What follows belongs to an exercise in optimizing a design on an open flow for small area and a short achievable clock period; a production flow would make more cautious choices. Only simulation tests tie the RTL to the original design; equivalence was not proved. Power and IR drop assume default switching activity.

==> inputs of trial 40 <==
Design aq_reduce_ctrl, start of the top module:
module aq_reduce_ctrl #(
  parameter  int unsigned DRAIN_TO = 64,
  localparam int unsigned GW       = 16,
  localparam int unsigned DW       = 32,
  localparam int unsigned CW       = 32
) (
  input  logic          RST_N,
  input  logic          CLK,
  input  logic [GW-1:0] CFG_ORG_X,
  input  logic [GW-1:0] CFG_ORG_Y,
  input  logic [GW-1:0] CFG_CNV_X,
  input  logic [GW-1:0] CFG_CNV_Y,
  input  logic          START,
  input  logic          ABORT,
  input  logic          S_TVALID,
  input  logic [DW-1:0] S_TDATA,
  output logic          S_TREADY,
  output logic [GW-1:0] ORG_X,
  output logic [GW-1:0] ORG_Y,
  output logic [GW-1:0] CNV_X,
  output logic [GW-1:0] CNV_Y,
  output logic          DIN_WE,
  output logic          DIN_FSYNC,
  output logic [DW-1:0] DIN,
  input  logic          DOUT_OE,
  input  logic          DOUT_LAST,
  output logic          BUSY,
  output logic          DONE,
  output logic          ERR,
  output logic [CW-1:0] OUT_CNT
);
  logic          r_busy, r_fsync, r_tready, r_drain, r_done;
  logic          r_err, r_din_we;
  logic [DW-1:0] r_din;
  logic [CW-1:0] r_out_cnt;
  logic [GW-1:0] r_org_x, r_org_y, r_cnv_x, r_cnv_y;
  logic [GW-1:0] r_px_x, r_px_y;
  logic [GW-1:0] r_oc_x, r_oc_y;
  logic          r_oc_over;
  function automatic logic [GW-1:0] f_dec(input logic [GW-1:0] a, input logic en);
    logic [GW-1:0] m;
    for (int i = 0; i < GW; i++) begin
      m = '0;
      for (int j = 0; j < i; j++) m[j] = 1'b1;
      f_dec[i] = a[i] ^ (en && ((a & m) == '0));
    end
  endfunction
  function automatic logic [CW:0] f_inc(input logic [CW-1:0] a, input logic en);
    logic [CW:0] x, m;
    x = {1'b0, a};
    for (int i = 0; i <= CW; i++) begin
      m = '0;
      for (int j = 0; j < i; j++) m[j] = 1'b1;
      f_inc[i] = x[i] ^ (en && ((x & m) == m));
    end
  ...
Settings: LEC_CHECK=0, CAP_MARGIN=20, CORE_MARGIN=2, CORE_UTILIZATION=55, CTS_BUF_LIST=sky130_fd_sc_hd__clkbuf_8, CTS_CLUSTER_SIZE=8, SETUP_SLACK_MARGIN=4.93, SLEW_MARGIN=20; clock period 8.0 ns.
standard.sh (not shown) runs the stock make flow with config.mk's settings and CLKGATE_MAP_FILE= SYNTH_SCRIPT=/design/flow/synth_recipe.tcl, a recipe that flattens the netlist after the stock synthesis.
==> flow/flow/run.sh <==
#!/bin/bash
# Standard ORFS layout with two changes: the port buffers are buf_1 cells, and
# synthesis maps the logic with flow/abc_speed.script (a delay-driven ABC map)
# in place of ORFS's own abc_speed.script. Everything else is ORFS's scripts.
set -euo pipefail
rm -rf myscripts
cp -r "$FLOW_HOME/scripts" myscripts
cp flow/abc_speed.script myscripts/abc_speed.script
export SCRIPTS_DIR="$PWD/myscripts"
export BUFFER_PORTS_ARGS="-buffer_cell sky130_fd_sc_hd__buf_1"
bash standard.sh > standard.log 2>&1
==> flow/flow/abc_speed.script <==
strash
dch
map -D 1200
topo
stime -c
buffer -c
upsize -c
dnsize -c
==> trial 45 (differences from trial 40) <==
==> flow/flow/run.sh (replaced) <==
#!/bin/bash
# Standard ORFS layout, but the port buffers are buf_1 cells.
set -euo pipefail
export BUFFER_PORTS_ARGS="-buffer_cell sky130_fd_sc_hd__buf_1"
bash standard.sh > standard.log 2>&1
ABC_CLOCK_PERIOD_IN_PS = 2500   (was not set)
CORE_UTILIZATION = 40   (was 55)
CTS_BUF_LIST = not set   (was sky130_fd_sc_hd__clkbuf_8)
CTS_CLUSTER_SIZE = not set   (was 8)
SETUP_SLACK_MARGIN = 5.0   (was 4.93)
removed: flow/flow/abc_speed.script
==> build 84 (differences from trial 40) <==
--- a/flow/design.v
+++ b/flow/design.v
@@ -35,58 +35,27 @@
   logic [CW-1:0] r_out_cnt;
   logic [GW-1:0] r_org_x, r_org_y, r_cnv_x, r_cnv_y;
   logic [GW-1:0] r_px_x, r_px_y;
   logic [GW-1:0] r_oc_x, r_oc_y;
   logic          r_oc_over;
-  function automatic logic [GW-1:0] f_dec(input logic [GW-1:0] a, input logic en);
-    logic [GW-1:0] m;
-    for (int i = 0; i < GW; i++) begin
-      m = '0;
-      for (int j = 0; j < i; j++) m[j] = 1'b1;
-      f_dec[i] = a[i] ^ (en && ((a & m) == '0));
-    end
-  endfunction
-  function automatic logic [CW:0] f_inc(input logic [CW-1:0] a, input logic en);
-    logic [CW:0] x, m;
-    x = {1'b0, a};
-    for (int i = 0; i <= CW; i++) begin
-      m = '0;
-      for (int j = 0; j < i; j++) m[j] = 1'b1;
-      f_inc[i] = x[i] ^ (en && ((x & m) == m));
-    end
-  endfunction
-  function automatic logic f_le(input logic [GW-1:0] a, input logic [GW-1:0] b);
-    logic [GW-1:0] gt, lt;
-    logic          g, l;
-    for (int i = 0; i < GW; i++) begin
-      gt[i] = a[i] && !b[i];
-      lt[i] = !a[i] && b[i];
-    end
-    for (int s = 1; s < GW; s = s * 2)
-      for (int i = 0; i + s < GW; i += 2 * s) begin
-        g = gt[i + 2 * s - 1] || (!lt[i + 2 * s - 1] && gt[i + s - 1]);
-        l = lt[i + 2 * s - 1] || (!gt[i + 2 * s - 1] && lt[i + s - 1]);
-        gt[i + 2 * s - 1] = g;
-        lt[i + 2 * s - 1] = l;
-      end
-    f_le = !gt[GW-1];
-  endfunction
   logic          w_cfg_ok, w_start_ok, w_fin, w_sync1, w_hs, w_px_row, w_last_px;
   logic          w_drain_to, w_oe_en, w_wrap, w_oc_row, w_oc_load, w_cnt_eq;
   logic [CW:0]   w_out_inc;
+  logic [CW-1:0] w_out_cnt;
   logic [GW-1:0] w_org_x_nxt, w_org_y_nxt, w_cnv_x_nxt, w_cnv_y_nxt;
-  assign w_cfg_ok   = (CFG_CNV_X != '0) && f_le(CFG_CNV_X, CFG_ORG_X) &&
-                      (CFG_CNV_Y != '0) && f_le(CFG_CNV_Y, CFG_ORG_Y);
+  assign w_cfg_ok   = (CFG_CNV_X != '0) && (CFG_CNV_X <= CFG_ORG_X) &&
+                      (CFG_CNV_Y != '0) && (CFG_CNV_Y <= CFG_ORG_Y);
   assign w_start_ok = !r_busy && START && w_cfg_ok;
   assign w_fin      = r_busy && r_done;
   assign w_sync1    = r_busy && !r_fsync && !r_tready && !r_drain && !r_done;
   assign w_hs       = r_tready && S_TVALID;
   assign w_px_row   = r_px_x == GW'(1);
   assign w_last_px  = w_px_row && (r_px_y == GW'(1));
   assign w_drain_to = r_px_y[5:0] == 6'(1 - DRAIN_TO);
   assign w_oe_en    = DOUT_OE && r_busy && !r_done;
-  assign w_out_inc  = f_inc(r_out_cnt, w_oe_en);
+  assign w_out_cnt  = r_fsync ? '0 : r_out_cnt;
+  assign w_out_inc  = {1'b0, w_out_cnt} + (CW+1)'(w_oe_en);
   assign w_wrap     = w_out_inc[CW];
   assign w_oc_row   = w_oe_en && (r_oc_x == GW'(1));
   assign w_oc_load  = w_wrap;
   assign w_cnt_eq   = !r_oc_over && (w_oe_en ? (w_oc_row && (r_oc_y == GW'(1)))
                                              : (r_oc_y == '0));
@@ -125,24 +94,24 @@
       else if (!r_busy && START)          r_err <= !w_cfg_ok;
       else if (r_drain && DOUT_LAST)      r_err <= r_err || !w_cnt_eq;
       else if (r_drain && w_drain_to)     r_err <= 1'b1;
       r_din_we <= w_hs && !ABORT;
       if (w_hs && !ABORT) r_din <= S_TDATA;
-      r_out_cnt <= w_start_ok ? '0 : w_out_inc[CW-1:0];
+      r_out_cnt <= w_out_inc[CW-1:0];
       r_org_x   <= w_org_x_nxt;
       r_org_y   <= w_org_y_nxt;
       r_cnv_x   <= w_cnv_x_nxt;
       r_cnv_y   <= w_cnv_y_nxt;
-      r_px_x <= (r_fsync || (w_hs && w_px_row)) ? r_org_x : f_dec(r_px_x, w_hs);
-      r_px_y <= r_fsync ? r_org_y : f_dec(r_px_y, (w_hs && w_px_row) || r_drain);
+      r_px_x <= (r_fsync || (w_hs && w_px_row)) ? r_org_x : r_px_x - GW'(w_hs);
+      r_px_y <= r_fsync ? r_org_y : r_px_y - GW'((w_hs && w_px_row) || r_drain);
       if (!r_busy) begin
         r_oc_x    <= CFG_CNV_X;
         r_oc_y    <= CFG_CNV_Y;
         r_oc_over <= 1'b0;
       end else begin
-        r_oc_x    <= (w_oc_load || w_oc_row) ? r_cnv_x : f_dec(r_oc_x, w_oe_en);
-        r_oc_y    <= w_oc_load ? r_cnv_y : f_dec(r_oc_y, w_oc_row);
+        r_oc_x    <= (w_oc_load || w_oc_row) ? r_cnv_x : r_oc_x - GW'(w_oe_en);
+        r_oc_y    <= w_oc_load ? r_cnv_y : r_oc_y - GW'(w_oc_row);
         r_oc_over <= !w_oc_load && (r_oc_over || (w_oe_en && r_oc_y == '0));
       end
     end
   end
   assign S_TREADY  = r_tready;
@@ -154,7 +123,7 @@
   assign DIN_FSYNC = r_fsync;
   assign DIN       = r_din;
   assign BUSY      = r_busy;
   assign DONE      = r_done;
   assign ERR       = r_err;
-  assign OUT_CNT   = r_out_cnt;
+  assign OUT_CNT   = w_out_cnt;
 endmodule
==> flow/flow/run.sh (replaced) <==
#!/bin/bash
# Standard ORFS layout, but the port buffers are buf_1 cells.
set -euo pipefail
export BUFFER_PORTS_ARGS="-buffer_cell sky130_fd_sc_hd__buf_1"
bash standard.sh > standard.log 2>&1
CORE_UTILIZATION = 40   (was 55)
CTS_BUF_LIST = not set   (was sky130_fd_sc_hd__clkbuf_8)
CTS_CLUSTER_SIZE = not set   (was 8)
SETUP_SLACK_MARGIN = 4.5   (was 4.93)
removed: flow/flow/abc_speed.script
==> trial 39 (differences from trial 40) <==
--- a/flow/design.v
+++ b/flow/design.v
@@ -71,10 +71,11 @@
     f_le = !gt[GW-1];
   endfunction
   logic          w_cfg_ok, w_start_ok, w_fin, w_sync1, w_hs, w_px_row, w_last_px;
   logic          w_drain_to, w_oe_en, w_wrap, w_oc_row, w_oc_load, w_cnt_eq;
   logic [CW:0]   w_out_inc;
+  logic [CW-1:0] w_out_cnt;
   logic [GW-1:0] w_org_x_nxt, w_org_y_nxt, w_cnv_x_nxt, w_cnv_y_nxt;
   assign w_cfg_ok   = (CFG_CNV_X != '0) && f_le(CFG_CNV_X, CFG_ORG_X) &&
                       (CFG_CNV_Y != '0) && f_le(CFG_CNV_Y, CFG_ORG_Y);
   assign w_start_ok = !r_busy && START && w_cfg_ok;
   assign w_fin      = r_busy && r_done;
@@ -82,11 +83,12 @@
   assign w_hs       = r_tready && S_TVALID;
   assign w_px_row   = r_px_x == GW'(1);
   assign w_last_px  = w_px_row && (r_px_y == GW'(1));
   assign w_drain_to = r_px_y[5:0] == 6'(1 - DRAIN_TO);
   assign w_oe_en    = DOUT_OE && r_busy && !r_done;
-  assign w_out_inc  = f_inc(r_out_cnt, w_oe_en);
+  assign w_out_cnt  = r_fsync ? '0 : r_out_cnt;
+  assign w_out_inc  = f_inc(w_out_cnt, w_oe_en);
   assign w_wrap     = w_out_inc[CW];
   assign w_oc_row   = w_oe_en && (r_oc_x == GW'(1));
   assign w_oc_load  = w_wrap;
   assign w_cnt_eq   = !r_oc_over && (w_oe_en ? (w_oc_row && (r_oc_y == GW'(1)))
                                              : (r_oc_y == '0));
@@ -125,11 +127,11 @@
       else if (!r_busy && START)          r_err <= !w_cfg_ok;
       else if (r_drain && DOUT_LAST)      r_err <= r_err || !w_cnt_eq;
       else if (r_drain && w_drain_to)     r_err <= 1'b1;
       r_din_we <= w_hs && !ABORT;
       if (w_hs && !ABORT) r_din <= S_TDATA;
-      r_out_cnt <= w_start_ok ? '0 : w_out_inc[CW-1:0];
+      r_out_cnt <= w_out_inc[CW-1:0];
       r_org_x   <= w_org_x_nxt;
       r_org_y   <= w_org_y_nxt;
       r_cnv_x   <= w_cnv_x_nxt;
       r_cnv_y   <= w_cnv_y_nxt;
       r_px_x <= (r_fsync || (w_hs && w_px_row)) ? r_org_x : f_dec(r_px_x, w_hs);
@@ -154,7 +156,7 @@
   assign DIN_FSYNC = r_fsync;
   assign DIN       = r_din;
   assign BUSY      = r_busy;
   assign DONE      = r_done;
   assign ERR       = r_err;
-  assign OUT_CNT   = r_out_cnt;
+  assign OUT_CNT   = w_out_cnt;
 endmodule
==> flow/flow/run.sh (replaced) <==
#!/bin/bash
# Standard ORFS layout, but the port buffers are buf_1 cells.
set -euo pipefail
export BUFFER_PORTS_ARGS="-buffer_cell sky130_fd_sc_hd__buf_1"
bash standard.sh > standard.log 2>&1
CTS_BUF_LIST = not set   (was sky130_fd_sc_hd__clkbuf_8)
CTS_CLUSTER_SIZE = not set   (was 8)
SETUP_SLACK_MARGIN = 4.8   (was 4.93)
removed: flow/flow/abc_speed.script
==> flow_metrics.py <==
metrics = {
    "outcome": {
        "run_status": "finished clean",
    },
    "yosys": {
        "synth_adder_area_share_pct": 2.04,
        "synth_cells": 1000,
        "muxShareOfSynthArea_pct": 8.02,
    },
    "setup_path": {
        "cp_max_fo": 8,
        "ff2ff_setup_slack_ns": 5.26,
        "cp_num_cells": 12,
        "endpoint": "r_org_x[0]$_DFFE_PN0P_",
    },
    "final_layout": {
        "drive_gt1_share_pct": 16.9,
        "fin_util_pct": 52.7,
    },
    "cts": {
        "clock_latency_ns": 0.45,
    },
    "place": {
        "dp_slack_ns": 3.41,
    },
    "power": {
        "p_leak_nw": 5.53,
        "p_sw_mw": 1.27,
        "p_per_area_nw_per_um2": 271,
    },
    "detailed_routing": {
        "routed_wl_um": 29700,
    },
}
(the above is from trial 45)
==> flow_metrics.py <==
metrics = {
    "final_layout": {
        "fin_util_pct": 66.0,
    },
    "power": {
        "p_per_area_nw_per_um2": 274,
        "p_sw_mw": 1.26,
        "p_leak_nw": 5.38,
    },
    "yosys": {
        "synth_cells": 1139,
        "synth_adder_area_share_pct": 0.626,
    },
    "cts": {
        "clock_latency_ns": 0.50,
    },
    "setup_path": {
        "ff2ff_setup_slack_ns": 5.23,
        "cp_max_fo": 7,
        "endpoint": "r_err$_DFFE_PN0P_",
        "cp_num_cells": 13,
    },
    "outcome": {
        "run_status": "finished clean",
    },
    "detailed_routing": {
        "highest_layer": "met4",
    },
    "grt": {
        "antenna_found_initial": 0,
    },
    "place": {
        "dp_slack_ns": 3.43,
    },
}
(the above is from trial 40)
==> flow_metrics.py <==
metrics = {
    "outcome": {
        "run_status": "finished clean",
    },
    "power": {
        "p_leak_nw": 5.96,
        "p_per_area_nw_per_um2": 264,
    },
    "setup_path": {
        "endpoint": "r_cnv_y[13]$_DFFE_PN0P_",
        "ff2ff_setup_slack_ns": 4.72,
        "cp_max_fo": 6,
    },
    "detailed_routing": {
        "routed_wl_um": 28100,
    },
    "place": {
        "dp_slack_ns": 3.22,
    },
    "final_layout": {
        "fin_util_pct": 51.9,
        "drive_gt1_share_pct": 18.0,
    },
    "cts": {
        "clock_latency_ns": 0.44,
    },
}
(the above is from build 84)
==> flow_metrics.py <==
metrics = {
    "place": {
        "dp_slack_ns": 3.41,
    },
    "power": {
        "p_per_area_nw_per_um2": 279,
        "powerClk_mw": 0.888,
        "p_leak_nw": 5.60,
        "p_sw_mw": 1.17,
    },
    "cts": {
        "clock_latency_ns": 0.44,
    },
    "setup_path": {
        "cp_num_cells": 10,
        "cp_max_fo": 8,
        "endpoint": "r_org_y[3]$_DFFE_PN0P_",
        "ff2ff_setup_slack_ns": 5.11,
    },
    "final_layout": {
        "fin_util_pct": 68.8,
        "drive_gt1_share_pct": 16.1,
    },
    "detailed_routing": {
        "routed_wl_um": 27500,
    },
    "yosys": {
        "synth_adder_area_share_pct": 1.86,
        "muxShareOfSynthArea_pct": 9.60,
    },
    "outcome": {
        "run_status": "finished clean",
    },
}
(the above is from trial 39)

afterwards: timing with drivers on the ports:
Ports are ideal in the flow. The routed layouts listed here were re-timed in OpenROAD. Step 1: set_driving_cell puts a clkbuf_16 on CLK and a buf_2 on each other input, an assumption about the parent block. Step 2 times the ports against the registers' clock, not the clock port: input delays grow and output delays shrink by t, the midpoint of the rising clock arrivals with the driver on. Slacks: ideal / step 1 / step 2; pairs: ideal / step 1.
run	shift t [ns]	slack for setup (ns)	worst setup path at the end	pins driven straight from the clock port
trial 40	0.529	4.970 / 4.947 / 4.460	input to register	1
trial 45	0.485	4.324 / 4.335 / 3.850	input to register	1
build 84	0.481	4.388 / 4.378 / 3.896	input to register	1
trial 39	0.477	4.563 / 4.570 / 4.093	input to register	1
After both steps every run listed still meets setup and hold. The setup slack of trial 40, which loses most, moves by -0.023 ns with the drivers and by -0.510 ns with both steps.
